From an optimization exercise on the open Yosys and OpenROAD flow, aimed at small area; shortcuts taken in it are not production practice. Function was checked by simulation only, so behaviour that the tests miss may differ from the original. No activity file was given, so power comes from the tool's default toggle rates.

## am_sdr_1bit_rx
module am_sdr_1bit_rx #(
  parameter int PHASE_W   = 24,
  parameter int CIC_ORDER = 3,
  parameter int DEC_LOG2  = 8,
  parameter int OUT_W     = 8
) (
  input  logic               clk,
  input  logic               rst_n,
  input  logic               rf_in,
  input  logic [PHASE_W-1:0] tune_word,
  input  logic               tune_load,
  input  logic               pwm_en,
  output logic [OUT_W-1:0]   mag_out,
  output logic               mag_valid,
  output logic               pwm_out
);
  function automatic logic [26:0] rca(input logic [25:0] a, input logic [25:0] b,
                                      input logic ci);
    logic c;
    logic [26:0] r;
    c = ci;
    for (int i = 0; i < 26; i++) begin
      r[i] = a[i] ^ b[i] ^ c;
      c    = (a[i] & b[i]) | (a[i] & c) | (b[i] & c);
    end
    r[26] = c;
    rca = r;
  endfunction
  logic [11:0] ph_lo, ph_hi;         
  logic        ph_c;
  logic [PHASE_W-1:0] tune_reg;
  logic [7:0]  j;                    
  logic [8:0]  jn;                   
  logic [12:0] ph_lo_n;
  logic [1:0]  lo;                   
  logic        tick, ui, uq;
  assign ph_lo_n = 13'(rca(26'(ph_lo), 26'(tune_reg[11:0]), 1'b0));
  assign lo      = ph_hi[11:10] + 2'(ph_c & (&ph_hi[9:0]));
  assign tick    = (j == 8'd0);
  assign jn      = {1'b0, j} + 9'd1;
  assign ui      = ~(rf_in ^ lo[1]);
  assign uq      = ~(rf_in ^ lo[1] ^ lo[0]);
  always_ff @(posedge clk or negedge rst_n) begin
  ...
For scale: ~1,400 cells after synthesis, about 250 flip-flops, ~39 I/O pins, ~0.014 sq mm of cells after synthesis.
Settings: LEC_CHECK=0, ABC_AREA=1, CAP_MARGIN=0, CORE_MARGIN=2, CORE_UTILIZATION=70, SLEW_MARGIN=20; clock period 8.0 ns.
standard.sh (not shown) runs the stock make flow with config.mk's settings and CLKGATE_MAP_FILE= SYNTH_SCRIPT=/design/flow/synth_recipe.tcl, a recipe that flattens the netlist after the stock synthesis.
==> flow/flow/run.sh <==
#!/bin/bash
# The standard layout (standard.sh: the standard flow's synthesis and ORFS flow), with two changes:
# clock tree synthesis without dummy loads, and the smallest buffer on each port.
# make's output goes to flow_make.log; each ORFS step keeps its own log under orfs/logs/.
set -euo pipefail
bash standard.sh \
  "CTS_ARGS=-sink_clustering_enable -repair_clock_nets -sink_clustering_size 45 -sink_clustering_max_diameter 70 -buf_list sky130_fd_sc_hd__clkbuf_16 -dont_use_dummy_load" \
  "BUFFER_PORTS_ARGS=-buffer_cell sky130_fd_sc_hd__buf_1" \
  finish > flow_make.log 2>&1
==> next run, changes <==
--- a/flow/design.v
+++ b/flow/design.v
@@ -30,44 +30,57 @@
   logic        ph_c;
   logic [PHASE_W-1:0] tune_reg;
   logic [7:0]  j;                    
   logic [8:0]  jn;                   
   logic [12:0] ph_lo_n;
   logic [1:0]  lo;                   
-  logic        tick, ui, uq;
+  logic        tick, ui, uq, ui_r, uq_r;
   assign ph_lo_n = 13'(rca(26'(ph_lo), 26'(tune_reg[11:0]), 1'b0));
   assign lo      = ph_hi[11:10] + 2'(ph_c & (&ph_hi[9:0]));
-  assign tick    = (j == 8'd0);
   assign jn      = {1'b0, j} + 9'd1;
   assign ui      = ~(rf_in ^ lo[1]);
   assign uq      = ~(rf_in ^ lo[1] ^ lo[0]);
+  logic c_clr;
+  always_ff @(posedge clk or negedge rst_n) begin
+    if (!rst_n) begin
+      tick  <= 1'b0;
+      c_clr <= 1'b1;
+      ui_r  <= 1'b0;
+      uq_r  <= 1'b0;
+    end else begin
+      tick  <= (j == 8'd255);
+      c_clr <= (j == 8'd255);
+      ui_r  <= ui;
+      uq_r  <= uq;
+    end
+  end
   always_ff @(posedge clk or negedge rst_n) begin
     if (!rst_n) begin
       ph_lo    <= '0;
       ph_hi    <= '0;
       ph_c     <= 1'b0;
       tune_reg <= '0;
-      j        <= 8'd1;
+      j        <= 8'd0;
       pwm_out  <= 1'b0;
     end else begin
       ph_lo   <= ph_lo_n[11:0];
       ph_c    <= ph_lo_n[12];
       ph_hi   <= 12'(rca(26'(ph_hi), 26'(tune_reg[23:12]), ph_c));
       if (tune_load) tune_reg <= tune_word;
-      j       <= j + 8'd1;
-      pwm_out <= pwm_en & (j != 8'd0) & ~(mag_out < j);
+      j       <= jn[7:0];
+      pwm_out <= pwm_en & (j < mag_out);
     end
   end
   logic [15:0] wc;
   logic [14:0] wa;
   logic [15:0] wb;
   logic [7:0]  wa_hi;
   logic [15:0] wb_half;
   always_ff @(posedge clk or negedge rst_n) begin
     if (!rst_n)
-      wc <= 16'd3;
+      wc <= 16'd1;
     else if (j == 8'd255)
       wc <= 16'd1;
     else
       wc <= 16'(rca(26'(wc), 26'(jn), 1'b1));
   end
   always_comb begin
@@ -82,28 +95,25 @@
   logic [5:0]  c_hi_i, c_hi_q;
   logic        a_c_i, a_c_q, b_c_i, b_c_q, c_c_i, c_c_q;
   logic [1:0]  n_dec;
   logic        lsb_a;
   assign lsb_a = ~n_dec[0];
   logic [16:0] na_i, na_q, nb_i, nb_q, nc_i, nc_q;
-  logic first, c_clr;
-  assign first = (j == 8'd1) & (n_dec == 2'd0);
-  assign c_clr = tick | first;
   always_ff @(posedge clk) begin
     c_lo_i <= nc_i[15:0];  c_c_i <= nc_i[16];
     c_lo_q <= nc_q[15:0];  c_c_q <= nc_q[16];
     c_hi_i <= c_clr ? 6'd0 : 6'(rca(26'(c_hi_i), 26'd0, c_c_i));
     c_hi_q <= c_clr ? 6'd0 : 6'(rca(26'(c_hi_q), 26'd0, c_c_q));
   end
   always_comb begin
-    na_i = 17'(rca(26'(tick ? b_lo_i : a_lo_i), 26'(wa & {15{ui}}), 1'b0));
-    na_q = 17'(rca(26'(tick ? b_lo_q : a_lo_q), 26'(wa & {15{uq}}), 1'b0));
-    nb_i = 17'(rca(26'(tick ? c_lo_i : b_lo_i), 26'(wb & {16{ui}}), 1'b0));
-    nb_q = 17'(rca(26'(tick ? c_lo_q : b_lo_q), 26'(wb & {16{uq}}), 1'b0));
-    nc_i = 17'(rca(26'(c_clr ? 16'd0 : c_lo_i), 26'(wc & {16{ui}}), 1'b0));
-    nc_q = 17'(rca(26'(c_clr ? 16'd0 : c_lo_q), 26'(wc & {16{uq}}), 1'b0));
+    na_i = 17'(rca(26'(tick ? b_lo_i : a_lo_i), 26'(wa & {15{ui_r}}), 1'b0));
+    na_q = 17'(rca(26'(tick ? b_lo_q : a_lo_q), 26'(wa & {15{uq_r}}), 1'b0));
+    nb_i = 17'(rca(26'(tick ? c_lo_i : b_lo_i), 26'(wb & {16{ui_r}}), 1'b0));
+    nb_q = 17'(rca(26'(tick ? c_lo_q : b_lo_q), 26'(wb & {16{uq_r}}), 1'b0));
+    nc_i = 17'(rca(26'(c_clr ? 16'd0 : c_lo_i), 26'(wc & {16{ui_r}}), 1'b0));
+    nc_q = 17'(rca(26'(c_clr ? 16'd0 : c_lo_q), 26'(wc & {16{uq_r}}), 1'b0));
   end
   always_ff @(posedge clk or negedge rst_n) begin
     if (!rst_n) begin
       a_lo_i <= 16'h29c0; a_lo_q <= 16'h29c0; a_hi_i <= 9'h06b; a_hi_q <= 9'h06b;
       b_lo_i <= 16'hd63f; b_lo_q <= 16'hd63f; b_hi_i <= 8'h15;  b_hi_q <= 8'h15;
       a_c_i <= 1'b0; a_c_q <= 1'b0; b_c_i <= 1'b0; b_c_q <= 1'b0;
@@ -172,11 +182,11 @@
   assign seen = (n_dec != 2'd0);
   always_ff @(posedge clk or negedge rst_n) begin
     if (!rst_n) begin
       mag_out   <= '0;
       mag_valid <= 1'b0;
     end else begin
-      mag_valid <= seen & (j == 8'd4);
-      if (seen & (j == 8'd4)) mag_out <= mag_pend;
+      mag_valid <= seen & (j == 8'd3);
+      if (seen & (j == 8'd3)) mag_out <= mag_pend;
     end
   end
 endmodule
Critical path depth stays the same.
Sequential cell count rose by 4.
Routed wire length rose by 1.3%.
Combinational power fell by 13%.
Global-route usage hardly moves.
Area after synthesis barely changes.
Non-clock buffer count fell by 7.
Clock-buffer cell count stays the same.
Cell count fell by 1.1%.
Setup slack gets better by 350 ps.
Cell area fell by about 0.9%.
Via count fell by about 1.8%.

-- port drivers added, routing unchanged --
The flow's constraints put no driver on any port. The routed layouts listed below were extracted and timed again, unchanged, in two steps.
Step 1, drivers: a clkbuf_16 drives clk and a buf_2 each remaining input, both assumed.
Step 2 adds t to the input delays and takes it off the output delays; t is the mean of the earliest and latest rising clock arrival at the registers after step 1. Input paths then give back, and output paths get back, about the clock's delay inside the block.
Three values: ideal, step 1, step 2; two values: the first two.
| run | t, ns | slack for setup (ns) | worst setup path after step 2 | latest minus earliest clock arrival (ns) | cell pins on the clock port's net |
|---|---|---|---|---|---|
| the first run | 0.522 | 0.392 / 0.414 / -0.109 | input to register | 0.039 / 0.039 | 1 |
| the second run | 0.530 | 0.742 / 0.742 / 0.742 | register to register | 0.035 / 0.035 | 1 |
Met with ideal ports but missed after step 2: setup timing in the first run. The setup slack of the first run, which loses most, moves by +0.022 ns with the drivers and by -0.501 ns with both steps.
